Source: an optimization exercise on an open RTL-to-GDS flow (aim: small area). Production flows keep margins and buffers that such runs may drop. Only simulation tests tie the RTL to the original design; equivalence was not proved. Power and IR drop assume default switching activity. No driver is modelled on the clock port, so clocking that relies on it looks cheaper here than on a real chip.

**flow/config.mk**
```make
export PLATFORM = sky130hd
export DESIGN_NAME = minhash_scheduler
export DESIGN_NICKNAME = minhash_scheduler
export VERILOG_FILES = /design/flow/design.v
export SDC_FILE = /design/flow/constraint.sdc
export NUM_CORES = 4
export LEC_CHECK = 0
export CAP_MARGIN = 20
export CORE_MARGIN = 2
export CORE_UTILIZATION = 40
export SLEW_MARGIN = 20
```
**flow/constraint.sdc**
```tcl
create_clock -name core_clock -period 5.0 [get_ports {clk}]
set_input_delay 1.0000 -clock core_clock [delete_from_list [all_inputs] [get_ports {clk}]]
set_output_delay 1.0000 -clock core_clock [all_outputs]
set_load 0.01 [all_outputs]
```
**flow/design.v**
```verilog
`timescale 1ns/1ps
`default_nettype none
package minhash_pkg;
   localparam int NUM_HASH = 16;
   localparam int COEF_W   = 32;
   localparam int SIM_W    = 5;
   localparam int IDX_W    = 5;
   typedef enum logic [1:0] {
      ST_IDLE  = 2'd0,
      ST_ISSUE = 2'd1,
      ST_WAIT  = 2'd2,
      ST_DONE  = 2'd3
   } state_t;
endpackage
`default_nettype wire
`timescale 1ns/1ps
`default_nettype none
module minhash_coef_table #(
   parameter int NUM_HASH = 16,
   parameter int COEF_W   = 32
) (
   input  logic              clk,
   input  logic              rstN,
   input  logic              wr_en,
   input  logic [4:0]        wr_addr,
   input  logic [COEF_W-1:0] wr_a,
   input  logic [COEF_W-1:0] wr_b,
   input  logic [3:0]        rd_addr,
   output logic [COEF_W-1:0] rd_a,
   output logic [COEF_W-1:0] rd_b
);
   logic [COEF_W-1:0]   mem_a [NUM_HASH];
   logic [COEF_W-1:0]   mem_b [NUM_HASH];
   logic [NUM_HASH-1:0] valid;
   logic [NUM_HASH-1:0] wr_sel;
   logic [NUM_HASH-1:0] rd_sel;
   always_comb begin
      for (int i = 0; i < NUM_HASH; i++) begin
         wr_sel[i] = wr_en && (wr_addr == 5'(i));
         rd_sel[i] = valid[i] && (rd_addr == 4'(i));
      end
   end
   always_ff @(posedge clk) begin
      for (int i = 0; i < NUM_HASH; i++) begin
         if (wr_sel[i]) begin
            mem_a[i] <= wr_a;
            mem_b[i] <= wr_b;
         end
      end
   end
   always_ff @(posedge clk) begin
      if (rstN) valid <= '0;
      else      valid <= valid | wr_sel;
   end
   logic [COEF_W-1:0] ga [4];
   logic [COEF_W-1:0] gb [4];
   always_comb begin
      for (int g = 0; g < 4; g++) begin
         ga[g] = '0; gb[g] = '0;
         for (int e = 0; e < 4; e++) begin
            ga[g] = ga[g] | (mem_a[4*g+e] & {COEF_W{rd_sel[4*g+e]}});
            gb[g] = gb[g] | (mem_b[4*g+e] & {COEF_W{rd_sel[4*g+e]}});
         end
      end
      rd_a = (ga[0] | ga[1]) | (ga[2] | ga[3]);
      rd_b = (gb[0] | gb[1]) | (gb[2] | gb[3]);
   end
endmodule
`default_nettype wire
`timescale 1ns/1ps
`default_nettype none
module minhash_scheduler #(
   parameter int NUM_HASH = minhash_pkg::NUM_HASH,
   parameter int COEF_W   = minhash_pkg::COEF_W
) (
   input  logic                          clk,
   input  logic                          rstN,
   input  logic                          start,
   input  logic                          coefWrEn,
   input  logic [4:0]                    coefWrAddr,
   input  logic [COEF_W-1:0]             coefWrA,
   input  logic [COEF_W-1:0]             coefWrB,
   output logic [COEF_W-1:0]             randA,
   output logic [COEF_W-1:0]             randB,
   output logic                          hashValid,
   input  logic                          dpReady,
   input  logic                          matchValid,
   input  logic                          matchBit,
   output logic                          busy,
   output logic                          done,
   output logic [minhash_pkg::SIM_W-1:0] jaccardSimilarity
);
   logic [3:0] issue_idx;
   logic [3:0] result_cnt;    
   logic [3:0] match_cnt;     
   logic [4:0] match_next;
   logic       run;
   logic       count_result;
   logic       last_result;
   assign run          = busy && !done;
   assign count_result = run && matchValid;
   assign last_result  = count_result && (result_cnt == 4'd15);
   assign match_next   = {1'b0, match_cnt} + {4'd0, matchBit};
   minhash_coef_table #(
      .NUM_HASH (NUM_HASH),
      .COEF_W   (COEF_W)
   ) u_table (
      .clk     (clk),
      .rstN    (rstN),
      .wr_en   (coefWrEn && !busy),
      .wr_addr (coefWrAddr),
      .wr_a    (coefWrA),
      .wr_b    (coefWrB),
      .rd_addr (issue_idx),
      .rd_a    (randA),
      .rd_b    (randB)
   );
   always_ff @(posedge clk) begin
      if (rstN) begin
         busy              <= 1'b0;
         done              <= 1'b0;
         hashValid         <= 1'b0;
         result_cnt        <= '0;
         match_cnt         <= '0;
         jaccardSimilarity <= '0;
      end else begin
         if (!busy) begin
            if (start) begin
               busy      <= 1'b1;
               hashValid <= 1'b1;
            end
         end else if (done) begin
            busy <= 1'b0;
            done <= 1'b0;
         end else begin
            if (hashValid && dpReady && (issue_idx == 4'd15))
               hashValid <= 1'b0;
            if (count_result) begin
               result_cnt <= result_cnt + 4'd1;
               match_cnt  <= match_next[3:0];
            end
            if (last_result) begin
               hashValid         <= 1'b0;
               done              <= 1'b1;
               match_cnt         <= '0;
               jaccardSimilarity <= match_next;
            end
         end
      end
   end
   always_ff @(posedge clk) begin
      if (!busy)
         issue_idx <= '0;
      else if (hashValid && dpReady)
         issue_idx <= issue_idx + 4'd1;
   end
endmodule
`default_nettype wire
```
**flow/flow/run.sh**
```bash
#!/bin/bash
# Standard layout, with two changes: the port buffers are the smallest buffer
# (sky130_fd_sc_hd__buf_1) and the clock tree uses larger sink clusters
# without dummy loads.
set -euo pipefail
bash standard.sh \
  BUFFER_PORTS_ARGS="-buffer_cell sky130_fd_sc_hd__buf_1" \
  CTS_ARGS="-sink_clustering_enable -repair_clock_nets -buf_list sky130_fd_sc_hd__clkbuf_16 -sink_clustering_size 30 -sink_clustering_max_diameter 100 -dont_use_dummy_load" \
  finish > standard_flow.log 2>&1
```
**flow/standard.sh**
```bash
#!/bin/bash
# synth_recipe.tcl (not shown) runs the flow's synth.tcl, then flattens the netlist and writes it again
# the make line also repeats each setting of config.mk as NAME=value (left out here)
make -C /OpenROAD-flow-scripts/flow DESIGN_CONFIG=/design/flow/config.mk WORK_HOME=/design/flow/orfs CLKGATE_MAP_FILE= SYNTH_SCRIPT=/design/flow/synth_recipe.tcl "${@:-finish}"
```
==> flow_summary.toml, run 1 <==
[run_status]
status = "no timing/DRC/antenna violations"

[pwr]
p_sw_mw = 2.66
leakage_nw = 12.1
p_total_mw = 14.0
p_clk_frac = 0.284
peakVddDrop_v = 0.000265
intPower_mw = 11.3
power_frac_comb = 0.016
power.density_nw_per_um2 = 340
swShare = 0.190
power_frac_seq = 0.700

[yosys]
synth_cells = 1968
seq_area_frac_synth = 0.833
yosysMostFrequentCell = "edfxtp_1"
syn_area_per_cell_um2 = 19.2
synth_top_family_by_area = "compound AO/OA/AOI/OAI gates"
ys_types = 40
synth_edf_count = 1024
synthMuxAreaShare = 0
yosysTopAreaCell = "edfxtp_1"
yosysWarningCount = 6
synth_xor_xnor_area_share = 0.00162
synth_commonest_cells = "1024 x edfxtp_1, 256 x a22oi_1, 78 x nand2_1"
synth_compound_area_frac = 0.101
synth_top_area_frac = 0.814
synth-main-ff-cell = "edfxtp_1"
synth_area_um2 = 37800
synth-seq-cells = 1060
synth-simple-area-share = 0.0461
async_reset_ff_frac = 0
synth_area_leaders = "edfxtp_1 81%, a22oi_1 5.1%, dfxtp_1 1.9%"
syn_nets = 2051
synthAdderAreaFrac = 0.00232

[detailed_routing]
wl_met3_mm = 7.22
vias = 19900
drt-total-wl_mm = 92.9
first_iter_violations = 2386
wl_met2_mm = 44.9
ant_nets = 0
avgViaCountPerCell = 5.94
met1_length_mm = 39.1
highest_layer = "met5"
post_drt_wl_per_cell_um = 27.8
dr.pass1.iters = 6
drc = 0

[grt]
grt_max_degree = 66
grt_pass1_vias = 19900
grt_overflow = 0
grt_pass1_wl_mm = 135
grt_antenna_before_repair = 8
grt.total_usage = 0.188

[timing]
setup_violations = 0
period_minus_slack_ns = 4.32
drv_slew = 0
period_share = 0.864
slew_headroom = 0.265
rsz0062_at_grt = "no"
setup_tns_ns = 0
hold_viol_final = 0
timing.fmax_mhz = 232
worst_pin_slew_ns = 1.10
skew_ns = 0.0390

[clock_tree]
cts_setup_buffers = 0
htree_levels = 2
cts_tree = "done"
clockBufferDepth = 3
clk_root_buffer_cell = "clkbuf_16"
clk_pin_slew_ns = 0.11
clk_latency_ns = 0.60
cts_resized = 0
cts.sinks = 1060
cts_buffers = 42
hold_buffers = 0

[critical_path]
worstPathRequired_ns = 4.00
worstRegToRegCells = 4
worstSetupPathType = "reg2out"
critPathMaxStageDelay_ns = 0.83
start_kind = "register"
cp_slowest_cell = "and3_2"
r2r_slack_ns = 1.93
path_cells = "nor2b_1 > and3_2 > buf_12 > a22o_1 > a221oi_1 > nand4b_1 > buf_1"
r2r_start = "busy"
reg2reg_to = "u_table.mem_b[13][13]"
cp_max_fo = 37
cp.arrival_ns = 3.32
crit_buf_inv = 2
end_kind = "output port"
critPathTopFamily = "simple AND/OR/NAND/NOR gates"

[layout]
nFillCells = 7945
final_nets = 2171
area_growth_pct = 9.09
drive_gt1_frac = 0.0599
multi_input_area_um2 = 5890
ff_latch_area_um2 = 31500

[floorplanning]
start_util = 0.404
io-pin-count = 148
die_h_um = 311
die_w_um = 311
rows = 112
die-area_um2 = 96900
core-area_um2 = 93500

[worst_hold_path]
hold_path_end = "jaccardSimilarity[4]"
whs_path_depth = 2
hp-class = "reg2reg"
min_from = "jaccardSimilarity[4]"

[place]
post-dp-hpwl_mm = 48.5
portBuffers = 147
gp_congestion = 0.742

[flow_run]
drv_cap = 0
[routing by layer]
metal | up-vias | GRT usage
li1 | 8515 | -
met1 | 10500 | 0.263
met2 | 768 | 0.311
met3 | 98 | 0.0329
met4 | 12 | 0.0352
met5 | - | 0
[per-stage QoR]
| stage | area, um2 | utilization | setup WS (ns) | std cells | hold WS, ns |
|---|---|---|---|---|---|
| after floorplan | 37800 | - | 0.280 | 1968 | 0.432 |
| after global placement | 40100 | 0.429 | 1.25 | 3297 | 0.448 |
| after detailed placement | 40100 | 0.429 | 1.25 | 3297 | 0.448 |
| after CTS | 41200 | 0.440 | 0.553 | 3339 | 0.468 |
| after global routing | 41200 | 0.441 | 0.492 | 3340 | 0.496 |
| final | 41200 | 0.441 | 0.682 | 3343 | 0.468 |
[cell families after synthesis]
group           Yosys count
fa+ha+maj                 7
buf+inv                 122
flops                  1060
xor+xnor                  7
simple gates            303
compound gates          469
[sequential cells by signal (all words and copies together) (netlist names)]
name	flops
u_table.mem_b	512
u_table.mem_a	512
match_cnt	4
done	1
busy	1
result_cnt	4
u_table.valid	16
jaccardSimilarity	5
hashValid	1
issue_idx	4
[worst min-delay path: stages, from the launching register on]
cell     delay [ns]
dfxtp_1        0.32
nand2_1        0.05
a21oi_1        0.05
[worst max path at each step]
stage                     cells past startpoint     startpoint             endpoint
final                                         7   issue_idx[2]            randB[27]
after detailed placement                      8   issue_idx[0]            randB[16]
after CTS                                     7   issue_idx[2]            randB[16]
after global placement                        8   issue_idx[0]            randB[16]
after global routing                          7   issue_idx[3]            randB[13]
after floorplan                               3  coefWrAddr[3]  u_table.mem_a[1][0]
[layout by cell type, fill, tap and decap left out, types with 2 or more instances in the layout]
cell type / synthesis / routed
a211oi_1: 2 / 2
a21boi_0: 2 / 2
a21oi_1: 9 / 9
a221oi_1: 64 / 64
a222oi_1: 64 / 64
a22o_1: 65 / 65
a22oi_1: 256 / 256
and2_1: 3 / 3
and3_1: 13 / 3
and3_2: 0 / 8
and3_4: 0 / 2
and4_4: 1 / 4
and4b_4: 0 / 2
buf_1: 7 / 147
buf_12: 0 / 21
buf_4: 2 / 26
clkbuf_16: 0 / 42
dfxtp_1: 36 / 36
diode_2: 0 / 3
edfxtp_1: 1024 / 1024
ha_1: 7 / 7
inv_1: 3 / 3
nand2_1: 78 / 78
nand2b_1: 5 / 5
nand3_1: 5 / 5
nand3b_1: 2 / 2
nand4_1: 67 / 67
nand4b_1: 62 / 62
nor2_1: 51 / 39
nor2_4: 0 / 12
nor2b_1: 3 / 3
nor3_4: 0 / 4
o21ai_0: 2 / 2
o21ba_2: 2 / 2
xnor2_1: 4 / 4
xor2_1: 3 / 3
[power by group through the flow]
stage / Combinational [mW] / Sequential (mW) / Clock, mW
global placement: 0.205 / 9.99 / 0
global route: 0.242 / 9.80 / 4.33
detailed placement: 0.220 / 10.0 / 0
CTS: 0.220 / 9.80 / 4.08
finish: 0.218 / 9.80 / 3.97
floorplan: 0.0455 / 10.0 / 0
[area by class of cell]
type / count / share of cell area
Tap cell: 1254 / 0.0381
Timing Repair Buffer: 195 / 0.0290
Inverter: 3 / 0.000273
Sequential cell: 1060 / 0.764
Antenna cell: 3 / 0.000182
Multi-Input combinational cell: 786 / 0.143
Clock buffer: 42 / 0.0255
==> run 2: changes to the inputs <==
--- a/flow/config.mk
+++ b/flow/config.mk
@@ -5,7 +5,7 @@
 export SDC_FILE = /design/flow/constraint.sdc
 export NUM_CORES = 4
 export LEC_CHECK = 0
-export CAP_MARGIN = 20
+export CAP_MARGIN = 5
 export CORE_MARGIN = 2
 export CORE_UTILIZATION = 40
-export SLEW_MARGIN = 20
+export SLEW_MARGIN = 5
==> flow_summary.toml, run 2 <==
[grt]
grt_max_degree = 66
grt.total_usage = 0.188
grt_pass1_vias = 19900
grt_overflow = 0
grt_pass1_wl_mm = 135
grt_antenna_before_repair = 8

[clock_tree]
cts_buffers = 42
clockBufferDepth = 3
cts_setup_buffers = 0
cts_tree = "done"
hold_buffers = 0
clk_root_buffer_cell = "clkbuf_16"
htree_levels = 2
cts_resized = 0
clk_pin_slew_ns = 0.11
clk_latency_ns = 0.60
cts.sinks = 1060

[layout]
multi_input_area_um2 = 5890
layout_commonest_cell = "edfxtp_1"
design_area_um2 = 41200
fin_cells = 3340
largestRegisters = "u_table.mem_a x512, u_table.mem_b x512, u_table.valid x16"
nFillCells = 7951
area_growth_pct = 8.99
ff_latch_area_um2 = 31500
final_nets = 2170
drive_gt1_frac = 0.0595
final_cell_mix = "1024 x edfxtp_1, 256 x a22oi_1, 147 x buf_1"

[timing]
rsz0062_at_grt = "no"
slew_headroom = 0.229
setup_violations = 0
setup_tns_ns = 0
worst_pin_slew_ns = 1.16
skew_ns = 0.0409
period_minus_slack_ns = 4.38
timing.fmax_mhz = 228
hold_viol_final = 0
drv_slew = 0
period_share = 0.877

[yosys]
synth_xor_xnor_area_share = 0.00162
synth_top_family_by_area = "compound AO/OA/AOI/OAI gates"
synth_commonest_cells = "1024 x edfxtp_1, 256 x a22oi_1, 78 x nand2_1"
yosysTopAreaCell = "edfxtp_1"
synthAdderAreaFrac = 0.00232
synth-main-ff-cell = "edfxtp_1"
synth-simple-area-share = 0.0461
synth_compound_area_frac = 0.101
syn_nets = 2051
syn_area_per_cell_um2 = 19.2
synth_area_leaders = "edfxtp_1 81%, a22oi_1 5.1%, dfxtp_1 1.9%"
yosysWarningCount = 6
synthMuxAreaShare = 0
yosysMostFrequentCell = "edfxtp_1"
synth_cells = 1968
synth-seq-cells = 1060
seq_area_frac_synth = 0.833
ys_types = 40
synth_area_um2 = 37800
async_reset_ff_frac = 0
synth_edf_count = 1024
synth_top_area_frac = 0.814

[pwr]
peakVddDrop_v = 0.000265
power.density_nw_per_um2 = 340
leakage_nw = 12.1

[detailed_routing]
first_iter_violations = 2461
drt-total-wl_mm = 92.8
avgViaCountPerCell = 5.94
dr.pass1.iters = 9
ant_nets = 0
post_drt_wl_per_cell_um = 27.8
drc = 0
vias = 19800

[critical_path]
worstPathRequired_ns = 4.00
path_cells = "inv_1 > ha_1 > and3_2 > buf_4 > a22oi_1 > nand4_1 > nand4b_1 > buf_1"
end_kind = "output port"
critPathMaxStageDelay_ns = 0.96
worstRegToRegCells = 4
cp_slowest_cell = "and3_2"
r2r_slack_ns = 1.95
cp_max_fo = 40
critPathTopFamily = "simple AND/OR/NAND/NOR gates"
crit_buf_inv = 3
cp.arrival_ns = 3.38
start_kind = "register"
r2r_start = "busy"
worstSetupPathType = "reg2out"
reg2reg_to = "u_table.mem_b[13][18]"

[worst_hold_path]
hold_path_end = "jaccardSimilarity[4]"
min_from = "jaccardSimilarity[4]"
whs_path_depth = 2
hp-class = "reg2reg"

[place]
dp_cells = 3297
portBuffers = 147
placed_cell_area_um2 = 40100
gp_congestion = 0.742
post-dp-hpwl_mm = 48.5

[floorplanning]
rows = 112
start_util = 0.404
die_h_um = 311
die-area_um2 = 96900
io-pin-count = 148
die_w_um = 311
core-area_um2 = 93500

[run_status]
status = "no timing/DRC/antenna violations"

[flow_run]
drv_cap = 0
## run 2: power by group
group          switching (mW)  internal [mW]  leakage [nW]
clock network            2.45           1.52         0.518
registers              0.0176           9.78          9.51
logic                   0.186         0.0316          2.04
## run 2: worst register-to-register path, delay by kind of cell (launching register included)
kind / cells / cell delay [ns]
buffers and inverters: 1 / 0.46
DFF: 1 / 0.46
and+or+nand+nor: 3 / 1.77
## run 2: routing by layer
| metal | GRT usage | vias up | wire length, um |
|---|---|---|---|
| met1 | 0.263 | 10400 | 39400 |
| met2 | 0.311 | 779 | 44800 |
| met3 | 0.0329 | 89 | 7060 |
| li1 | - | 8505 | - |
| met4 | 0.0352 | 12 | 1490 |
| met5 | 0 | - | 81 |
## run 2: logic make-up after synthesis
group / Yosys count
DFF: 1060
buffers and inverters: 122
AOI/OAI and AO/OA: 469
xor gates and xnor gates: 7
and+or+nand+nor: 303
adders and majority gates: 7
## run 2: layout make-up
cell class,instances,area share
sequential,1060,0.765
multi-input combinational,786,0.143
tap,1254,0.0381
timing repair buffer,194,0.0284
clock buffer,42,0.0255
inverter,3,0.000274
antenna,1,0.0000608
## run 2: through the flow
step	hold WS, ns	setup slack, ns	utilization	total power, mW
floorplan	0.432	0.280	-	10.0
global placement	0.448	1.25	0.429	10.2
detailed placement	0.448	1.25	0.429	10.2
CTS	0.468	0.553	0.440	14.1
global route	0.496	0.399	0.440	14.4
finish	0.468	0.617	0.440	14.0
## run 2: worst max path at each step
stage / startpoint / end / slack, ns / cells after the start
after global routing: issue_idx[2] / randB[16] / 0.40 / 7
after CTS: issue_idx[2] / randB[16] / 0.55 / 7
after detailed placement: issue_idx[0] / randB[16] / 1.25 / 8
after global placement: issue_idx[0] / randB[16] / 1.25 / 8
final: issue_idx[0] / randB[16] / 0.62 / 8
after floorplan: coefWrAddr[3] / u_table.mem_a[1][0] / 0.28 / 3
==> run 3: changes to the inputs <==
==> flow/flow/run.sh (replaced) <==
#!/bin/bash
# Standard layout with three changes:
#  - synthesis maps logic with an area-recovering ABC script (flow/area.abc)
#    instead of ORFS's speed script; everything else in the synthesis,
#    including synth_recipe.tcl's flatten and rename, is unchanged;
#  - the port buffers are the smallest buffer (sky130_fd_sc_hd__buf_1);
#  - the clock tree uses larger sink clusters without dummy loads.
set -euo pipefail
W=$(pwd)
sed 's#log_cmd abc {\*}$abc_args#log_cmd abc {*}[lreplace $abc_args 1 1 '"$W"'/flow/area.abc]#' \
  "$FLOW_HOME/scripts/synth.tcl" > "$W/flow_synth.tcl"
grep -q 'flow/area.abc' "$W/flow_synth.tcl"
sed "s#\$::env(SCRIPTS_DIR)/synth.tcl#$W/flow_synth.tcl#" synth_recipe.tcl > "$W/flow_synth_recipe.tcl"
grep -q 'flow_synth.tcl' "$W/flow_synth_recipe.tcl"
bash standard.sh \
  SYNTH_SCRIPT="$W/flow_synth_recipe.tcl" \
  BUFFER_PORTS_ARGS="-buffer_cell sky130_fd_sc_hd__buf_1" \
  CTS_ARGS="-sink_clustering_enable -repair_clock_nets -buf_list sky130_fd_sc_hd__clkbuf_16 -sink_clustering_size 30 -sink_clustering_max_diameter 100 -dont_use_dummy_load" \
  finish > standard_flow.log 2>&1
==> flow/flow/area.abc (new file) <==
&get -n
&st
&syn2
&dch
&nf -R 1000
&put
--- a/flow/config.mk
+++ b/flow/config.mk
@@ -5,7 +5,8 @@
 export SDC_FILE = /design/flow/constraint.sdc
 export NUM_CORES = 4
 export LEC_CHECK = 0
-export CAP_MARGIN = 5
+export CAP_MARGIN = 20
 export CORE_MARGIN = 2
 export CORE_UTILIZATION = 40
-export SLEW_MARGIN = 5
+export GPL_TIMING_DRIVEN = 0
+export SLEW_MARGIN = 20
==> flow_summary.toml, run 3 <==
[run_status]
status = "no timing/DRC/antenna violations"

[grt]
grt_overflow = 0
grt.total_usage = 0.203
grt_pass1_vias = 20000
grt_pass1_wl_mm = 139
grt_max_degree = 42
grt_antenna_before_repair = 8

[detailed_routing]
post_drt_wl_per_cell_um = 29.8
avgViaCountPerCell = 6.08
first_iter_violations = 3123
drc = 0
ant_nets = 0
dr.pass1.iters = 9
drt-total-wl_mm = 98.0
vias = 20000

[floorplanning]
die_h_um = 308
die-area_um2 = 94900
start_util = 0.403
core-area_um2 = 91700
io-pin-count = 148
die_w_um = 308
rows = 111

[place]
post-dp-hpwl_mm = 59.0
portBuffers = 147
gp_congestion = 0.712

[timing]
drv_slew = 0
setup_tns_ns = 0
slew_headroom = 0.415
rsz0062_at_grt = "no"
period_minus_slack_ns = 4.44
period_share = 0.889
timing.fmax_mhz = 225
skew_ns = 0.0513
hold_viol_final = 0
setup_violations = 0
worst_pin_slew_ns = 0.876

[critical_path]
r2r_start = "busy"
reg2reg_to = "u_table.mem_a[0][31]"
cp_max_fo = 35
r2r_slack_ns = 2.06
worstPathRequired_ns = 4.00
end_kind = "output port"
worstRegToRegCells = 7
start_kind = "register"
worstSetupPathType = "reg2out"
cp.arrival_ns = 3.44

[worst_hold_path]
min_from = "u_table.valid[15]"
hp-class = "reg2reg"
whs_path_depth = 2
hold_path_end = "u_table.valid[15]"

[layout]
final_cell_mix = "1024 x edfxtp_1, 153 x a222oi_1, 146 x buf_1"
layout_commonest_cell = "edfxtp_1"
final_nets = 2192
area_growth_pct = 14.5
largestRegisters = "u_table.mem_a x512, u_table.mem_b x512, u_table.valid x16"
drive_gt1_frac = 0.0788
nFillCells = 7587

[pwr]
leakage_nw = 12.5
peakVddDrop_v = 0.000257
power.density_nw_per_um2 = 330
p_total_mw = 13.9

[yosys]
async_reset_ff_frac = 0
seq_area_frac_synth = 0.851
syn_area_per_cell_um2 = 20.2
synth-main-ff-cell = "edfxtp_1"
synth_area_leaders = "edfxtp_1 83%, a222oi_1 4.1%, a221oi_1 2.0%"
yosysTopAreaCell = "edfxtp_1"
synth_cells = 1827
yosysWarningCount = 6
synth_top_area_frac = 0.832
synth_commonest_cells = "1024 x edfxtp_1, 153 x a222oi_1, 111 x nand2_1"
yosysMostFrequentCell = "edfxtp_1"
ys_types = 27
synth_area_um2 = 37000
syn_nets = 1910
synth_edf_count = 1024
synth-seq-cells = 1060

[clock_tree]
clk_root_buffer_cell = "clkbuf_16"
clk_pin_slew_ns = 0.09
cts_tree = "done"
clockBufferDepth = 3
hold_buffers = 0
clk_latency_ns = 0.62
htree_levels = 2
cts_resized = 0
cts_buffers = 41
cts.sinks = 1060
cts_setup_buffers = 0

[flow_run]
drv_cap = 0
==> run 3: cell types whose count changed after synthesis, sizes merged, moves of 33 or more <==
cell and change:
nand2 +33, clkbuf -69, and3 +51, a222oi +89, a22oi -191, buf -50
nand4b -62
==> run 3: layer usage <==
layer  wire length, um  GRT usage
met5                56          0
met4              2310     0.0515
met3              9250     0.0399
met2             46700      0.329
met1             39700      0.282
==> run 3: kinds of logic after synthesis <==
group	synth area share
compound gates	0.0968
xor+xnor	0.000948
fa+ha+maj	0.00237
buf+inv	0.000305
flops	0.851
simple gates	0.0482
==> run 3: critical path, cell delays in order (launching register included) <==
cell	delay, ns
dfxtp_1	0.46
nor2b_1	0.41
and3_4	0.76
buf_16	0.33
a22o_1	0.18
a221oi_1	0.04
and3_1	0.21
nand4_1	0.26
buf_1	0.19
==> run 3: stage by stage <==
step / utilization / worst slack, ns / area, um2 / cells / hold WS (ns)
final: 0.462 / 0.556 / 42300 / 3295 / 0.492
after global routing: 0.462 / 0.405 / 42300 / 3294 / 0.511
after CTS: 0.462 / 0.587 / 42300 / 3293 / 0.491
after detailed placement: 0.450 / 1.23 / 41300 / 3252 / 0.465
after global placement: 0.426 / -3.86 / 39000 / 3160 / 0.441
after floorplan: - / 0.225 / 37000 / 1827 / 0.432
==> run 3: power breakdown <==
group | internal, mW | switching [mW]
combinational | 0.0482 | 0.189
clock | 1.49 | 2.43
sequential | 9.78 | 0.0160
total | 11.3 | 2.63
==> run 3: cell type report <==
cell class	count	area, um2	share of cell area
repair buffers	239	2610	0.0618
multi-input cells	764	5700	0.135
well taps	1186	1480	0.0351
flip-flops and latches	1060	31500	0.744
inverters	3	11.3	0.000266
diodes	2	5.00	0.000118
clock buffers	41	1030	0.0242
==> run 3: worst max-delay path by stage <==
stage                             start              endpoint  slack (ns)  depth (start not counted)
after global placement    coefWrAddr[4]  u_table.mem_b[6][13]       -3.86                          5
final                      issue_idx[2]              randA[2]        0.56                          8
after detailed placement   issue_idx[2]              randA[2]        1.23                          8
after CTS                  issue_idx[2]              randA[2]        0.59                          8
after floorplan           coefWrAddr[4]   u_table.mem_a[1][0]        0.23                          4
after global routing       issue_idx[2]              randA[2]        0.40                          8
==> run 4: changes to the inputs <==
--- a/flow/config.mk
+++ b/flow/config.mk
@@ -8,5 +8,5 @@
 export CAP_MARGIN = 20
 export CORE_MARGIN = 2
 export CORE_UTILIZATION = 40
-export GPL_TIMING_DRIVEN = 0
+export PLACE_DENSITY = 0.8
 export SLEW_MARGIN = 20
==> flow_summary.toml, run 4 <==
[yosys]
synth_top_area_frac = 0.832
synth_area_leaders = "edfxtp_1 83%, a222oi_1 4.1%, a221oi_1 2.0%"
synth_edf_count = 1024
async_reset_ff_frac = 0
syn_area_per_cell_um2 = 20.2
synth_cells = 1827
yosysTopAreaCell = "edfxtp_1"
yosysWarningCount = 6
seq_area_frac_synth = 0.851
synth-seq-cells = 1060
synth_area_um2 = 37000
yosysMostFrequentCell = "edfxtp_1"
ys_types = 27
synth-main-ff-cell = "edfxtp_1"
syn_nets = 1910
synth_commonest_cells = "1024 x edfxtp_1, 153 x a222oi_1, 111 x nand2_1"

[floorplanning]
rows = 111
start_util = 0.403
core-area_um2 = 91700
die-area_um2 = 94900
die_h_um = 308
die_w_um = 308
io-pin-count = 148

[worst_hold_path]
hp-class = "reg2reg"

[clock_tree]
htree_levels = 2
clk_latency_ns = 0.63
cts_resized = 0
cts.sinks = 1060
clockBufferDepth = 3
cts_buffers = 43
cts_tree = "done"
clk_root_buffer_cell = "clkbuf_16"
hold_buffers = 0
clk_pin_slew_ns = 0.11
cts_setup_buffers = 0

[critical_path]
worstPathRequired_ns = 4.00
worstSetupPathType = "reg2out"
end_kind = "output port"
r2r_slack_ns = 2.02
cp_slowest_cell = "and3_4"
path_cells = "nor2b_1 > and3_4 > buf_4 > a22o_1 > a221oi_1 > and3_1 > nand4_1 > buf_1"
cp.arrival_ns = 3.45
start_kind = "register"
cp_max_fo = 52
critPathMaxStageDelay_ns = 0.93

[grt]
grt_util_met2 = 0.314
grt_overflow = 0
grt_max_degree = 66
grt_pass1_wl_mm = 131
grt_pass1_vias = 20300
met1_usage = 0.242
grt.total_usage = 0.187
grt_antenna_before_repair = 21
grtUsageMet3 = 0.0454
grt_busiest_layer = "met2"

[detailed_routing]
ant_nets = 0
post_drt_wl_per_cell_um = 28.1
drt-total-wl_mm = 91.5
drc = 0
first_iter_violations = 3802
avgViaCountPerCell = 6.27
dr.pass1.iters = 9
vias = 20400

[timing]
timing.fmax_mhz = 225
setup_violations = 0
drv_slew = 0
worst_pin_slew_ns = 1.19
setup_tns_ns = 0
slew_headroom = 0.208
rsz0062_at_grt = "no"
period_minus_slack_ns = 4.45
period_share = 0.890
skew_ns = 0.0773
hold_viol_final = 0
whs_ns = 0.488

[layout]
fin_cells = 3252
final_nets = 2146
area_growth_pct = 10.5
largestRegisters = "u_table.mem_a x512, u_table.mem_b x512, u_table.valid x16"
layout_commonest_cell = "edfxtp_1"
drive_gt1_frac = 0.0577
post-route-util = 0.446
final_cell_mix = "1024 x edfxtp_1, 153 x a222oi_1, 147 x buf_1"

[pwr]
power.density_nw_per_um2 = 341
peakVddDrop_v = 0.000254
p_clk_frac = 0.282
intPower_mw = 11.4
swShare = 0.185
power_frac_comb = 0.016
power_frac_seq = 0.702
leakage_nw = 11.9
p_sw_mw = 2.59

[place]
gp_congestion = 0.748
dp_cells = 3204
post-dp-hpwl_mm = 48.5
portBuffers = 147

[flow_run]
drv_cap = 0

[run_status]
status = "no timing/DRC/antenna violations"
==> run 4: critical path: cells and delay by family, from the launching register on <==
family,cells,cell delay [ns]
AND/OR/NAND/NOR,4,1.61
AO/OA/AOI/OAI,2,0.20
flip-flops,1,0.44
buffers and inverters,2,0.57
==> run 4: path summary, 6_finish.rpt <==
| kind | cells past startpoint | from | to |
|---|---|---|---|
| setup / recovery | 8 | issue_idx[2] | randB[17] |
| hold / removal | 2 | u_table.valid[11] | u_table.valid[11] |
| setup reg to reg | 5 | busy | u_table.mem_a[4][6] |
| hold reg to reg | 2 | u_table.valid[11] | u_table.valid[11] |
==> run 4: logic make-up (layout without fill, tap and decap cells) <==
family                     Yosys count  after routing  synth area share
DFF                               1060           1060             0.851
AOI/OAI and AO/OA                  402            402            0.0968
and+or+nand+nor                    351            351            0.0482
adders and majority gates            7              7           0.00237
xor gates and xnor gates             4              4          0.000948
buffers and inverters                3            237          0.000305
other                                0              5                 0
==> run 4: through the flow <==
step                      cell area [um2]  setup slack (ns)  total power [mW]
after floorplan                     37000             0.225              10.0
after global routing                40900             0.474              14.3
after CTS                           40800             0.631              14.0
after detailed placement            39800              1.30              10.2
after global placement              39800              1.37              10.2
final                               40900             0.551              13.9
==> run 4: area by class of cell <==
class / instances / area, um2
multi-input combinational: 764 / 5700
antenna: 5 / 12.5
fill: 7451 / 50800
tap: 1186 / 1480
clock buffer: 43 / 1080
timing repair buffer: 191 / 1110
inverter: 3 / 11.3
sequential: 1060 / 31500
==> run 4: per-layer routing <==
metal / part of all wire / vias up
met4: 0.023 / 30
met3: 0.12 / 187
met1: 0.37 / 10300
met2: 0.49 / 1373
met5: 0.0020 / -
li1: - / 8460
==> run 4: power by group through the flow <==
stage,registers (mW),logic (mW),clock network [mW]
2_1_floorplan,10.0,0.0438,0
6_report,9.80,0.223,3.93
3_3_place_gp,9.99,0.202,0
5_1_grt,9.80,0.243,4.22
4_1_cts,9.80,0.221,3.95
3_5_place_dp,10.0,0.221,0
==> run 5: changes to the inputs <==
--- a/flow/flow/run.sh
+++ b/flow/flow/run.sh
@@ -16,4 +16,5 @@
   SYNTH_SCRIPT="$W/flow_synth_recipe.tcl" \
   BUFFER_PORTS_ARGS="-buffer_cell sky130_fd_sc_hd__buf_1" \
   CTS_ARGS="-sink_clustering_enable -repair_clock_nets -buf_list sky130_fd_sc_hd__clkbuf_16 -sink_clustering_size 30 -sink_clustering_max_diameter 100 -dont_use_dummy_load" \
+  MATCH_CELL_FOOTPRINT=0 \
   finish > standard_flow.log 2>&1
--- a/flow/config.mk
+++ b/flow/config.mk
@@ -8,5 +8,4 @@
 export CAP_MARGIN = 20
 export CORE_MARGIN = 2
 export CORE_UTILIZATION = 40
-export PLACE_DENSITY = 0.8
 export SLEW_MARGIN = 20
==> flow_summary.toml, run 5 <==
[clock_tree]
hold_buffers = 0
cts_resized = 0
cts_tree = "done"
clk_root_buffer_cell = "clkbuf_16"
clockBufferDepth = 3
htree_levels = 2
clk_latency_ns = 0.63
cts.sinks = 1060
cts_buffers = 42
clk_pin_slew_ns = 0.11
cts_setup_buffers = 0

[timing]
fin_ws_ns = 0.776
skew_ns = 0.0543
slew_headroom = 0.331
period_share = 0.845
whs_ns = 0.492
worst_pin_slew_ns = 1.00
setup_violations = 0
hold_viol_final = 0
drv_slew = 0
setup_tns_ns = 0
period_minus_slack_ns = 4.22
rsz0062_at_grt = "no"
timing.fmax_mhz = 237

[yosys]
async_reset_ff_frac = 0
ys_types = 27
yosysMostFrequentCell = "edfxtp_1"
synth_area_um2 = 37000
synth_top_area_frac = 0.832
seq_area_frac_synth = 0.851
yosysTopAreaCell = "edfxtp_1"
synth_cells = 1827
synth_commonest_cells = "1024 x edfxtp_1, 153 x a222oi_1, 111 x nand2_1"
synth_area_leaders = "edfxtp_1 83%, a222oi_1 4.1%, a221oi_1 2.0%"
syn_area_per_cell_um2 = 20.2
syn_nets = 1910
yosysWarningCount = 6
synth-main-ff-cell = "edfxtp_1"
synth-seq-cells = 1060
synth_edf_count = 1024

[pwr]
leakage_nw = 12.0
power.density_nw_per_um2 = 341
peakVddDrop_v = 0.000224

[grt]
grt_antenna_before_repair = 13
grt_pass1_wl_mm = 136
grt_pass1_vias = 19900
grt_overflow = 0
grt_max_degree = 66
grt.total_usage = 0.197

[critical_path]
cp.arrival_ns = 3.22
worstSetupPathType = "reg2out"
cp_slowest_cell = "and3_4"
critPathTopFamily = "simple AND/OR/NAND/NOR gates"
worstPathRequired_ns = 4.00
path_cells = "nor2b_1 > and3_4 > buf_4 > a22oi_1 > and4_1 > nand4_1 > buf_1"
cp_max_fo = 31
end_kind = "output port"
critPathMaxStageDelay_ns = 0.68
start_kind = "register"
crit_buf_inv = 2

[detailed_routing]
avgViaCountPerCell = 6.12
ant_nets = 0
drc = 0
drt-total-wl_mm = 95.2
vias = 20000
dr.pass1.iters = 9
first_iter_violations = 2951
post_drt_wl_per_cell_um = 29.2

[place]
placed_cell_area_um2 = 39900
portBuffers = 147
post-dp-hpwl_mm = 50.1
place_ws_ns = 1.45
gp_congestion = 0.767

[floorplanning]
die_w_um = 308
core-area_um2 = 91700
rows = 111
die-area_um2 = 94900
die_h_um = 308
start_util = 0.403
io-pin-count = 148

[layout]
final_nets = 2159
layout_commonest_cell = "edfxtp_1"
largestRegisters = "u_table.mem_a x512, u_table.mem_b x512, u_table.valid x16"
post-route-util = 0.447
drive_gt1_frac = 0.0636
area_growth_pct = 10.8
final_cell_mix = "1024 x edfxtp_1, 153 x a222oi_1, 147 x buf_1"
design_area_um2 = 41000
nFillCells = 7733

[flow_run]
drv_cap = 0

[worst_hold_path]
hp-class = "reg2reg"

[run_status]
status = "no timing/DRC/antenna violations"
==> run 5: cell counts after synthesis <==
No cell type changed its count.
==> run 5: logic make-up (layout without fill, tap and decap cells) <==
family | Yosys count | after routing | share of synthesized area
simple gates | 351 | 351 | 0.0482
xor+xnor | 4 | 4 | 0.000948
fa+ha+maj | 7 | 7 | 0.00237
compound gates | 402 | 402 | 0.0968
other cells | 0 | 2 | 0
flops | 1060 | 1060 | 0.851
buf+inv | 3 | 250 | 0.000305
==> run 5: metal layers <==
| metal | up-vias | GRT usage | share of wire |
|---|---|---|---|
| met4 | 14 | 0.0470 | 0.022 |
| met5 | - | 0 | 0.00093 |
| li1 | 8482 | - | - |
| met2 | 935 | 0.311 | 0.46 |
| met1 | 10400 | 0.284 | 0.42 |
| met3 | 123 | 0.0397 | 0.093 |
==> run 5: area by class of cell <==
cell class,count,area (um2),share of cell area
Multi-Input combinational cell,764,5700,0.139
Timing Repair Buffer,205,1250,0.0305
Inverter,3,11.3,0.000275
Tap cell,1186,1480,0.0362
Antenna cell,2,5.00,0.000122
Clock buffer,42,1050,0.0257
Sequential cell,1060,31500,0.768
==> run 5: worst register-to-register path: cells and delay by family, from the launching register on <==
family	cells	cell delay (ns)
and+or+nand+nor	4	1.83
DFF	1	0.41
buffers and inverters	1	0.35
==> run 5: worst paths after layout <==
check             cells past startpoint                   end  slack [ns]          from
setup reg to reg                      5  u_table.mem_b[1][17]        2.17          busy
hold / removal                        2                  done        0.49          done
setup / recovery                      7             randB[29]        0.78  issue_idx[2]
hold reg to reg                       2                  done        0.49          done
==> run 5: stage by stage <==
| step | cells | power [mW] |
|---|---|---|
| 2_1_floorplan | 1827 | 10.0 |
| 3_3_place_gp | 3218 | 10.2 |
| 3_5_place_dp | 3218 | 10.2 |
| 4_1_cts | 3260 | 14.1 |
| 5_1_grt | 3261 | 14.4 |
| 6_report | 3262 | 14.0 |
==> run 5: power breakdown <==
| group | leakage (nW) | switching [mW] | internal (mW) | total (mW) |
|---|---|---|---|---|
| sequential | 9.51 | 0.0170 | 9.78 | 9.79 |
| combinational | 1.97 | 0.190 | 0.0322 | 0.222 |
| clock | 0.518 | 2.44 | 1.52 | 3.97 |
| total | 12.0 | 2.65 | 11.3 | 14.0 |
==> run 6: changes to the inputs <==
--- a/flow/flow/run.sh
+++ b/flow/flow/run.sh
@@ -16,5 +16,4 @@
   SYNTH_SCRIPT="$W/flow_synth_recipe.tcl" \
   BUFFER_PORTS_ARGS="-buffer_cell sky130_fd_sc_hd__buf_1" \
   CTS_ARGS="-sink_clustering_enable -repair_clock_nets -buf_list sky130_fd_sc_hd__clkbuf_16 -sink_clustering_size 30 -sink_clustering_max_diameter 100 -dont_use_dummy_load" \
-  MATCH_CELL_FOOTPRINT=0 \
   finish > standard_flow.log 2>&1
--- a/flow/config.mk
+++ b/flow/config.mk
@@ -8,4 +8,5 @@
 export CAP_MARGIN = 20
 export CORE_MARGIN = 2
 export CORE_UTILIZATION = 40
+export PLACE_DENSITY = 0.9
 export SLEW_MARGIN = 20
==> flow_summary.toml, run 6 <==
[detailed_routing]
first_iter_violations = 3936
ant_nets = 0
dr.pass1.iters = 9
drt-total-wl_mm = 95.8
met1_length_mm = 34.5
wl_met3_mm = 12.5
avgViaCountPerCell = 6.42
vias = 21000
post_drt_wl_per_cell_um = 29.3
wl_met2_mm = 45.2
highest_layer = "met5"
drc = 0

[pwr]
p_total_mw = 14.0
p_sw_mw = 2.64
peakVddDrop_v = 0.000243
p_clk_frac = 0.286
power_frac_comb = 0.016
leakage_nw = 12.1
power.density_nw_per_um2 = 342
swShare = 0.188
intPower_mw = 11.4
power_frac_seq = 0.698

[clock_tree]
clockBufferDepth = 3
hold_buffers = 0
cts_tree = "done"
clk_pin_slew_ns = 0.11
clk_root_buffer_cell = "clkbuf_16"
clk_latency_ns = 0.63
htree_levels = 2
cts_buffers = 44
cts.sinks = 1060
cts_resized = 0
cts_setup_buffers = 0

[timing]
period_minus_slack_ns = 4.39
drv_slew = 0
skew_ns = 0.0729
hold_viol_final = 0
period_share = 0.878
slew_headroom = 0.289
rsz0062_at_grt = "no"
setup_tns_ns = 0
timing.fmax_mhz = 228
worst_pin_slew_ns = 1.07
whs_ns = 0.488
setup_violations = 0
fin_ws_ns = 0.609

[yosys]
synth_top_area_frac = 0.832
synth_area_leaders = "edfxtp_1 83%, a222oi_1 4.1%, a221oi_1 2.0%"
async_reset_ff_frac = 0
yosysMostFrequentCell = "edfxtp_1"
synth_area_um2 = 37000
synth_edf_count = 1024
yosysWarningCount = 6
synth_cells = 1827
syn_nets = 1910
syn_area_per_cell_um2 = 20.2
synth-main-ff-cell = "edfxtp_1"
yosysTopAreaCell = "edfxtp_1"
synth-seq-cells = 1060
ys_types = 27
synth_commonest_cells = "1024 x edfxtp_1, 153 x a222oi_1, 111 x nand2_1"
seq_area_frac_synth = 0.851

[floorplanning]
io-pin-count = 148
rows = 111
die_h_um = 308
core-area_um2 = 91700
die-area_um2 = 94900
die_w_um = 308
start_util = 0.403

[place]
gp_congestion = 0.741
portBuffers = 147
post-dp-hpwl_mm = 50.0
place_ws_ns = 1.23

[flow_run]
drv_cap = 0

[grt]
grt_antenna_before_repair = 21
grt_pass1_vias = 20700
grt_max_degree = 66
grt_overflow = 0
grt.total_usage = 0.195
grt_pass1_wl_mm = 136

[layout]
largestRegisters = "u_table.mem_a x512, u_table.mem_b x512, u_table.valid x16"
final_nets = 2162
post-route-util = 0.448
area_growth_pct = 11.1
drive_gt1_frac = 0.0650
final_cell_mix = "1024 x edfxtp_1, 153 x a222oi_1, 147 x buf_1"
layout_commonest_cell = "edfxtp_1"

[worst_hold_path]
hp-class = "reg2reg"

[critical_path]
worstPathRequired_ns = 4.00
path_cells = "nor2b_1 > and3_2 > buf_4 > a22oi_1 > and4_1 > nand4_1 > buf_1"
start_kind = "register"
end_kind = "output port"
cp.arrival_ns = 3.39
worstSetupPathType = "reg2out"
cp_max_fo = 33
critPathMaxStageDelay_ns = 0.95
cp_slowest_cell = "and3_2"

[run_status]
status = "no timing/DRC/antenna violations"
run 6: worst max-delay path, delay by kind of cell, from the launching register on:
family          cells  cell delay (ns)
compound gates      1             0.09
buf+inv             2             0.70
flops               1             0.44
simple gates        4             1.57
run 6: path summary, 6_finish.rpt:
path / from / end / slack [ns] / depth (start not counted)
hold / removal: u_table.valid[9] / u_table.valid[9] / 0.49 / 2
setup reg to reg: busy / u_table.mem_a[1][20] / 2.02 / 5
hold reg to reg: u_table.valid[9] / u_table.valid[9] / 0.49 / 2
setup / recovery: issue_idx[2] / randA[8] / 0.61 / 7
run 6: cell type report:
type / instances / area [um2]
fillers: 7447 / 50600
flip-flops and latches: 1060 / 31500
multi-input cells: 764 / 5640
well taps: 1186 / 1480
repair buffers: 206 / 1330
clock buffers: 44 / 1100
inverters: 3 / 11.3
diodes: 4 / 10.0
run 6: metal layers:
layer | GRT usage | vias to the layer above
li1 | - | 8492
met2 | 0.316 | 1619
met5 | 0 | -
met4 | 0.0731 | 32
met1 | 0.257 | 10600
met3 | 0.0463 | 243
run 6: power groups by stage:
stage	registers, mW	logic, mW	clock network (mW)
final	9.80	0.222	4.02
after global routing	9.80	0.242	4.29
after CTS	9.80	0.218	4.05
after detailed placement	10.0	0.218	0
after global placement	9.99	0.202	0
after floorplan	10.0	0.0438	0
run 6: cells by family (layout without fill, tap and decap cells):
| logic type | after synthesis | in the layout | share of synthesized area |
|---|---|---|---|
| AND/OR/NAND/NOR | 351 | 351 | 0.0482 |
| buffers and inverters | 3 | 253 | 0.000305 |
| adder cells (fa/ha/maj) | 7 | 7 | 0.00237 |
| other | 0 | 4 | 0 |
| XOR/XNOR | 4 | 4 | 0.000948 |
| AO/OA/AOI/OAI | 402 | 402 | 0.0968 |
| flip-flops | 1060 | 1060 | 0.851 |
run 6: metrics by stage:
| stage | instances | area (um2) |
|---|---|---|
| 3_3_place_gp | 3217 | 39900 |
| 3_5_place_dp | 3217 | 39900 |
| 4_1_cts | 3261 | 41000 |
| 6_report | 3267 | 41100 |
| 5_1_grt | 3267 | 41100 |
| 2_1_floorplan | 1827 | 37000 |
==> run 7: changes to the inputs <==
--- a/flow/config.mk
+++ b/flow/config.mk
@@ -8,5 +8,4 @@
 export CAP_MARGIN = 20
 export CORE_MARGIN = 2
 export CORE_UTILIZATION = 40
-export PLACE_DENSITY = 0.9
 export SLEW_MARGIN = 20
==> flow_summary.toml, run 7 <==
[yosys]
syn_nets = 1910
ys_types = 27
synth_edf_count = 1024
syn_area_per_cell_um2 = 20.2
yosysTopAreaCell = "edfxtp_1"
synth-main-ff-cell = "edfxtp_1"
synth_area_um2 = 37000
synth_cells = 1827
seq_area_frac_synth = 0.851
synth_area_leaders = "edfxtp_1 83%, a222oi_1 4.1%, a221oi_1 2.0%"
synth-seq-cells = 1060
yosysMostFrequentCell = "edfxtp_1"
async_reset_ff_frac = 0
synth_commonest_cells = "1024 x edfxtp_1, 153 x a222oi_1, 111 x nand2_1"
yosysWarningCount = 6
synth_top_area_frac = 0.832

[layout]
nFillCells = 7733
final_nets = 2159
largestRegisters = "u_table.mem_a x512, u_table.mem_b x512, u_table.valid x16"
fin_cells = 3262
design_area_um2 = 41000
drive_gt1_frac = 0.0636
final_cell_mix = "1024 x edfxtp_1, 153 x a222oi_1, 147 x buf_1"
area_growth_pct = 10.8
layout_commonest_cell = "edfxtp_1"

[pwr]
peakVddDrop_v = 0.000224
power.density_nw_per_um2 = 341
leakage_nw = 12.0

[grt]
grt_pass1_wl_mm = 136
grt_overflow = 0
grt_antenna_before_repair = 13
grt_pass1_vias = 19900
grt.total_usage = 0.197
grt_max_degree = 66

[clock_tree]
cts.sinks = 1060
cts_setup_buffers = 0
clk_latency_ns = 0.63
clk_pin_slew_ns = 0.11
cts_buffers = 42
clockBufferDepth = 3
cts_tree = "done"
clk_root_buffer_cell = "clkbuf_16"
cts_resized = 0
htree_levels = 2
hold_buffers = 0

[timing]
worst_pin_slew_ns = 1.00
timing.fmax_mhz = 237
period_minus_slack_ns = 4.22
setup_tns_ns = 0
whs_ns = 0.492
skew_ns = 0.0543
period_share = 0.845
drv_slew = 0
setup_violations = 0
hold_viol_final = 0
rsz0062_at_grt = "no"
slew_headroom = 0.331

[detailed_routing]
drt-total-wl_mm = 95.2
ant_nets = 0
avgViaCountPerCell = 6.12
first_iter_violations = 2951
drc = 0
post_drt_wl_per_cell_um = 29.2
dr.pass1.iters = 9
vias = 20000

[critical_path]
critPathTopFamily = "simple AND/OR/NAND/NOR gates"
worstPathRequired_ns = 4.00
crit_buf_inv = 2
r2r_slack_ns = 2.17
worstRegToRegCells = 5
critPathMaxStageDelay_ns = 0.68
start_kind = "register"
cp_max_fo = 31
end_kind = "output port"
path_cells = "nor2b_1 > and3_4 > buf_4 > a22oi_1 > and4_1 > nand4_1 > buf_1"
worstSetupPathType = "reg2out"
cp.arrival_ns = 3.22
cp_slowest_cell = "and3_4"
path_depth = 7

[floorplanning]
rows = 111
start_util = 0.403
die_w_um = 308
die_h_um = 308
core-area_um2 = 91700
io-pin-count = 148
die-area_um2 = 94900

[place]
post-dp-hpwl_mm = 50.1
placed_cell_area_um2 = 39900
dp_cells = 3218
portBuffers = 147
gp_congestion = 0.767

[worst_hold_path]
whs_path_depth = 2
hp-class = "reg2reg"

[run_status]
status = "no timing/DRC/antenna violations"

[flow_run]
drv_cap = 0
## run 7: worst paths after layout
kind                                to         start
hold reg to reg                   done          done
setup reg to reg  u_table.mem_b[1][17]          busy
hold / removal                    done          done
setup / recovery             randB[29]  issue_idx[2]
## run 7: cells by family after synthesis
| group | share of synthesized area |
|---|---|
| compound gates | 0.0968 |
| simple gates | 0.0482 |
| fa+ha+maj | 0.00237 |
| flops | 0.851 |
| xor+xnor | 0.000948 |
| buf+inv | 0.000305 |
## run 7: report_power, final
part / internal [mW] / switching [mW]
Combinational: 0.0322 / 0.190
Sequential: 9.78 / 0.0170
Clock: 1.52 / 2.44
Total: 11.3 / 2.65
## run 7: cell type report
cell class | instances | area [um2] | area share
sequential | 1060 | 31500 | 0.768
timing repair buffer | 205 | 1250 | 0.0305
tap | 1186 | 1480 | 0.0362
multi-input combinational | 764 | 5700 | 0.139
inverter | 3 | 11.3 | 0.000275
clock buffer | 42 | 1050 | 0.0257
antenna | 2 | 5.00 | 0.000122
## run 7: per-layer routing
metal / global-route usage / vias to the layer above / share of wire
li1: - / 8482 / -
met1: 0.284 / 10400 / 0.42
met2: 0.311 / 935 / 0.46
met3: 0.0397 / 123 / 0.093
met4: 0.0470 / 14 / 0.022
met5: 0 / - / 0.00093
## run 7: metrics by stage
stage | setup slack, ns | total power [mW] | util
after global routing | 0.586 | 14.4 | 0.447
after CTS | 0.742 | 14.1 | 0.447
after floorplan | 0.225 | 10.0 | -
after global placement | 1.50 | 10.2 | 0.435
final | 0.776 | 14.0 | 0.447
after detailed placement | 1.45 | 10.2 | 0.435
## run 7: worst min-delay path: stages, from the launching register on
cell     delay, ns
dfxtp_1       0.33
nand2_1       0.06
a21oi_1       0.06
==> run 8: changes to the inputs <==
--- a/flow/flow/run.sh
+++ b/flow/flow/run.sh
@@ -15,5 +15,5 @@
 bash standard.sh \
   SYNTH_SCRIPT="$W/flow_synth_recipe.tcl" \
   BUFFER_PORTS_ARGS="-buffer_cell sky130_fd_sc_hd__buf_1" \
-  CTS_ARGS="-sink_clustering_enable -repair_clock_nets -buf_list sky130_fd_sc_hd__clkbuf_16 -sink_clustering_size 30 -sink_clustering_max_diameter 100 -dont_use_dummy_load" \
+  CTS_ARGS="-sink_clustering_enable -repair_clock_nets -buf_list sky130_fd_sc_hd__clkbuf_16 -sink_clustering_size 34 -sink_clustering_max_diameter 90 -dont_use_dummy_load" \
   finish > standard_flow.log 2>&1
--- a/flow/config.mk
+++ b/flow/config.mk
@@ -8,4 +8,6 @@
 export CAP_MARGIN = 20
 export CORE_MARGIN = 2
 export CORE_UTILIZATION = 40
+export GPL_ROUTABILITY_DRIVEN = 0
+export PLACE_DENSITY = 0.8
 export SLEW_MARGIN = 20
==> flow_summary.toml, run 8 <==
[yosys]
synth_cells = 1827
synth-main-ff-cell = "edfxtp_1"
synth_top_area_frac = 0.832
seq_area_frac_synth = 0.851
syn_area_per_cell_um2 = 20.2
yosysWarningCount = 6
ys_types = 27
async_reset_ff_frac = 0
synth_area_leaders = "edfxtp_1 83%, a222oi_1 4.1%, a221oi_1 2.0%"
synth_commonest_cells = "1024 x edfxtp_1, 153 x a222oi_1, 111 x nand2_1"
synth-seq-cells = 1060
yosysTopAreaCell = "edfxtp_1"
synth_edf_count = 1024
yosysMostFrequentCell = "edfxtp_1"
syn_nets = 1910
synth_area_um2 = 37000

[detailed_routing]
drt-total-wl_mm = 91.0
drc = 0
post_drt_wl_per_cell_um = 28.0
ant_nets = 0
vias = 20300
dr.pass1.iters = 9
avgViaCountPerCell = 6.26
first_iter_violations = 3663

[pwr]
leakage_nw = 11.9
power.density_nw_per_um2 = 339
peakVddDrop_v = 0.000227
p_total_mw = 13.8

[clock_tree]
cts_setup_buffers = 0
cts_resized = 0
cts_tree = "done"
cts_buffers = 40
clk_latency_ns = 0.62
clk_pin_slew_ns = 0.08
hold_buffers = 0
clockBufferDepth = 3
cts.sinks = 1060
clk_root_buffer_cell = "clkbuf_16"
htree_levels = 2

[worst_hold_path]
hp-class = "reg2reg"

[place]
post-dp-hpwl_mm = 48.5
portBuffers = 147

[floorplanning]
die_h_um = 308
start_util = 0.403
die-area_um2 = 94900
core-area_um2 = 91700
io-pin-count = 148
rows = 111
die_w_um = 308

[critical_path]
cp_slowest_cell = "and3_4"
end_kind = "output port"
cp_max_fo = 52
worstPathRequired_ns = 4.00
worstSetupPathType = "reg2out"
critPathMaxStageDelay_ns = 0.90
start_kind = "register"
cp.arrival_ns = 3.35
path_cells = "nor2b_1 > and3_4 > buf_4 > a22o_1 > a221oi_1 > and3_1 > nand4_1 > buf_1"

[grt]
grt_antenna_before_repair = 24
grt_pass1_vias = 20300
grt_overflow = 0
grt.total_usage = 0.186
grt_max_degree = 66
grt_pass1_wl_mm = 131

[layout]
area_growth_pct = 10.3
drive_gt1_frac = 0.0564
final_nets = 2143
final_cell_mix = "1024 x edfxtp_1, 153 x a222oi_1, 147 x buf_1"
layout_commonest_cell = "edfxtp_1"
largestRegisters = "u_table.mem_a x512, u_table.mem_b x512, u_table.valid x16"

[timing]
period_minus_slack_ns = 4.35
skew_ns = 0.0941
period_share = 0.870
setup_tns_ns = 0
timing.fmax_mhz = 230
whs_ns = 0.488
drv_slew = 0
rsz0062_at_grt = "no"
worst_pin_slew_ns = 1.16
setup_violations = 0
slew_headroom = 0.225
hold_viol_final = 0

[flow_run]
drv_cap = 0

[run_status]
status = "no timing/DRC/antenna violations"
run 8: layer usage:
metal  GRT usage  vias up  part of all wire
li1            -     8452                 -
met2       0.314     1372              0.49
met3      0.0467      178              0.11
met4      0.0516       38             0.023
met1       0.239    10300              0.37
met5           0        -            0.0027
run 8: through the flow:
| stage | util | cells | setup WS, ns | instance area (um2) |
|---|---|---|---|---|
| 2_1_floorplan | - | 1827 | 0.225 | 37000 |
| 3_3_place_gp | 0.434 | 3204 | 1.37 | 39800 |
| 3_5_place_dp | 0.434 | 3204 | 1.30 | 39800 |
| 4_1_cts | 0.445 | 3244 | 0.652 | 40800 |
| 5_1_grt | 0.445 | 3246 | 0.539 | 40800 |
| 6_report | 0.445 | 3248 | 0.651 | 40800 |
run 8: final cells by class:
class | instances | area, um2
Fill cell | 7460 | 50900
Sequential cell | 1060 | 31500
Multi-Input combinational cell | 764 | 5700
Tap cell | 1186 | 1480
Timing Repair Buffer | 191 | 1110
Clock buffer | 40 | 1000
Inverter | 3 | 11.3
Antenna cell | 4 | 10.0
run 8: path summary, 6_finish.rpt:
| path | start | cells past startpoint | to | slack, ns |
|---|---|---|---|---|
| worst max-delay path | issue_idx[2] | 8 | randB[17] | 0.65 |
| worst min-delay path | done | 2 | done | 0.49 |
| worst max register to register | busy | 4 | u_table.mem_b[13][5] | 2.02 |
| worst min register to register | done | 2 | done | 0.49 |
run 8: where the power goes:
group	switching, mW	internal, mW
logic	0.190	0.0328
clock network	2.35	1.45
registers	0.0183	9.78
run 8: worst max-delay path, delay by kind of cell (launching register included):
kind                   cells  cell delay (ns)
DFF                        1             0.43
and+or+nand+nor            4             1.55
buffers and inverters      2             0.58
AOI/OAI and AO/OA          2             0.21
run 8: kinds of logic after synthesis:
logic type / Yosys count / synth area share
AOI/OAI and AO/OA: 402 / 0.0968
xor gates and xnor gates: 4 / 0.000948
adders and majority gates: 7 / 0.00237
buffers and inverters: 3 / 0.000305
DFF: 1060 / 0.851
and+or+nand+nor: 351 / 0.0482
==> run 9: changes to the inputs <==
--- a/flow/config.mk
+++ b/flow/config.mk
@@ -7,7 +7,6 @@
 export LEC_CHECK = 0
 export CAP_MARGIN = 20
 export CORE_MARGIN = 2
-export CORE_UTILIZATION = 40
-export GPL_ROUTABILITY_DRIVEN = 0
+export CORE_UTILIZATION = 60
 export PLACE_DENSITY = 0.8
 export SLEW_MARGIN = 20
==> flow_summary.toml, run 9 <==
[yosys]
yosysTopAreaCell = "edfxtp_1"
syn_area_per_cell_um2 = 20.2
synth_compound_area_frac = 0.0968
seq_area_frac_synth = 0.851
synth_area_um2 = 37000
synth_edf_count = 1024
synth-simple-area-share = 0.0482
ys_types = 27
synth_top_family_by_area = "compound AO/OA/AOI/OAI gates"
synth_top_area_frac = 0.832
synth_xor_xnor_area_share = 0.000948
yosysWarningCount = 6
syn_nets = 1910
synth_cells = 1827
synth_area_leaders = "edfxtp_1 83%, a222oi_1 4.1%, a221oi_1 2.0%"
synth_commonest_cells = "1024 x edfxtp_1, 153 x a222oi_1, 111 x nand2_1"
synthAdderAreaFrac = 0.00237
async_reset_ff_frac = 0
synthMuxAreaShare = 0
synth-seq-cells = 1060
yosysMostFrequentCell = "edfxtp_1"
synth-main-ff-cell = "edfxtp_1"

[detailed_routing]
first_iter_violations = 3855
ant_nets = 0
vias = 20600
avgViaCountPerCell = 7.23
drt-total-wl_mm = 88.7
dr.pass1.iters = 9
post_drt_wl_per_cell_um = 31.2
drc = 0

[clock_tree]
cts_buffers = 38
htree_levels = 2
cts_setup_buffers = 0
cts_tree = "done"
clk_root_buffer_cell = "clkbuf_16"
clk_pin_slew_ns = 0.12
cts_resized = 0
clockBufferDepth = 3
clk_latency_ns = 0.61
cts.sinks = 1060
hold_buffers = 0

[timing]
rsz0062_at_grt = "no"
setup_violations = 0
skew_ns = 0.0639
period_minus_slack_ns = 4.53
timing.fmax_mhz = 221
period_share = 0.907
drv_slew = 0
slew_headroom = 0.208
worst_pin_slew_ns = 1.19
hold_viol_final = 0
setup_tns_ns = 0

[floorplanning]
io-pin-count = 148
start_util = 0.610
rows = 90
core-area_um2 = 60600
die_w_um = 252
die_h_um = 252
die-area_um2 = 63600

[critical_path]
worstPathRequired_ns = 4.00
startpoint = "issue_idx[2]"
critPathTopFamily = "simple AND/OR/NAND/NOR gates"
r2r_slack_ns = 2.02
path_cells = "and2_0 > and3_2 > buf_4 > a222oi_1 > and3_1 > nand4_1 > buf_1"
crit_buf_inv = 2
cp_slowest_cell = "and3_2"
end_kind = "output port"
worstRegToRegCells = 4
critPathMaxStageDelay_ns = 0.96
r2r_start = "busy"
reg2reg_to = "u_table.mem_b[11][11]"
cp.arrival_ns = 3.53
cp_max_fo = 35
worstSetupPathType = "reg2out"
start_kind = "register"

[grt]
grt_pass1_wl_mm = 129
grt_max_degree = 66
grt.total_usage = 0.278
grt_antenna_before_repair = 5
grt_pass1_vias = 20500
grt_overflow = 0

[layout]
drive_gt1_frac = 0.0582
layout_commonest_cell = "edfxtp_1"
final_cell_mix = "1024 x edfxtp_1, 153 x a222oi_1, 147 x buf_1"
area_growth_pct = 8.84
largestRegisters = "u_table.mem_a x512, u_table.mem_b x512, u_table.valid x16"
final_nets = 2147
fin_cells = 2846

[pwr]
peakVddDrop_v = 0.000222
p_total_mw = 13.7
power.density_nw_per_um2 = 341
leakage_nw = 11.9

[place]
post-dp-hpwl_mm = 46.1
gp_congestion = 0.789
dp_cells = 2806
portBuffers = 147

[worst_hold_path]
min_from = "done"
hp-class = "reg2reg"
hold_path_end = "done"
whs_path_depth = 2

[flow_run]
drv_cap = 0

[run_status]
status = "no timing/DRC/antenna violations"
-- run 9: cell count changes in the layout (fill, tap and decap cells not counted) --
cell       delta
and3_2        +9
and3_4        -9
buf_4         +6
clkbuf_16     -2
diode_2       -2
-- run 9: worst register-to-register path, delay by kind of cell (launching register included) --
family                 cells  cell delay [ns]
buffers and inverters      1             0.56
flip-flops                 1             0.43
AND/OR/NAND/NOR            3             1.61
-- run 9: kinds of logic (layout without fill, tap and decap cells) --
family | Yosys count | after routing
AO/OA/AOI/OAI | 402 | 402
XOR/XNOR | 4 | 4
adder cells (fa/ha/maj) | 7 | 7
buffers and inverters | 3 | 238
flip-flops | 1060 | 1060
other | 0 | 2
AND/OR/NAND/NOR | 351 | 351
-- run 9: worst max-delay path by stage --
stage / to / slack, ns / cells after the start
2_1_floorplan: u_table.mem_a[1][0] / 0.23 / 4
3_3_place_gp: randB[8] / 1.21 / 7
3_5_place_dp: randB[2] / 1.16 / 7
4_1_cts: randB[2] / 0.50 / 7
5_1_grt: randA[9] / 0.31 / 8
6_report: randB[16] / 0.47 / 7
-- run 9: where the power goes --
group / switching (mW) / internal [mW] / total [mW]
Combinational: 0.186 / 0.0312 / 0.217
Clock: 2.34 / 1.38 / 3.72
Sequential: 0.0181 / 9.78 / 9.80
-- run 9: per-layer routing --
metal / vias to the layer above / part of all wire / wire [um] / GRT usage
met2: 1623 / 0.48 / 42500 / 0.452
met5: - / 0.00039 / 35 / 0
met1: 10300 / 0.36 / 31600 / 0.384
li1: 8457 / - / - / -
met4: 6 / 0.031 / 2750 / 0.0855
met3: 199 / 0.13 / 11800 / 0.0582
-- run 9: stage by stage --
step | instance area [um2] | utilization | setup WS, ns | hold slack, ns
after global placement | 39300 | 0.648 | 1.21 | 0.447
after CTS | 40200 | 0.664 | 0.496 | 0.484
final | 40200 | 0.664 | 0.465 | 0.487
after detailed placement | 39300 | 0.648 | 1.16 | 0.465
after global routing | 40200 | 0.664 | 0.314 | 0.497
after floorplan | 37000 | - | 0.225 | 0.432
-- run 9: area by class of cell --
| cell class | instances | area, um2 |
|---|---|---|
| inverters | 3 | 11.3 |
| well taps | 782 | 978 |
| multi-input cells | 764 | 5670 |
| clock buffers | 38 | 951 |
| fillers | 3762 | 20300 |
| repair buffers | 197 | 1150 |
| flip-flops and latches | 1060 | 31500 |
| diodes | 2 | 5.00 |

-- what the ideal ports hide --
The results above use ideal ports. As a check the final layouts listed here were re-extracted and re-timed, cells and wires unchanged.
Step 1 (the two cells are an assumption about what drives the block):
set clk [get_ports {clk}]
set_driving_cell -lib_cell sky130_fd_sc_hd__clkbuf_16 $clk
set_driving_cell -lib_cell sky130_fd_sc_hd__buf_2 [delete_from_list [all_inputs] $clk]
Step 2 adds t to the input delays and takes it off the output delays; t is the mean of the earliest and latest rising clock arrival at the registers after step 1. Input paths then give back, and output paths get back, about the clock's delay inside the block.
Slacks: no drivers / after step 1 / after step 2; pairs: no drivers / after step 1.
run | t, ns | setup slack, ns | worst data-port slew with drivers (ns)
run 1 | 0.659 | 0.682 / 0.616 / 1.276 | 0.11
run 2 | 0.659 | 0.617 / 0.551 / 1.210 | 0.12
run 3 | 0.660 | 0.556 / 0.491 / 1.152 | 0.13
run 4 | 0.641 | 0.551 / 0.489 / 1.130 | 0.17
run 5 | 0.650 | 0.776 / 0.712 / 1.362 | 0.13
run 6 | 0.649 | 0.609 / 0.545 / 1.195 | 0.11
run 7 | 0.650 | 0.776 / 0.712 / 1.362 | 0.13
run 8 | 0.631 | 0.651 / 0.589 / 1.220 | 0.15
run 9 | 0.644 | 0.465 / 0.404 / 1.048 | 0.11
After both steps setup and hold are still met in every run listed.
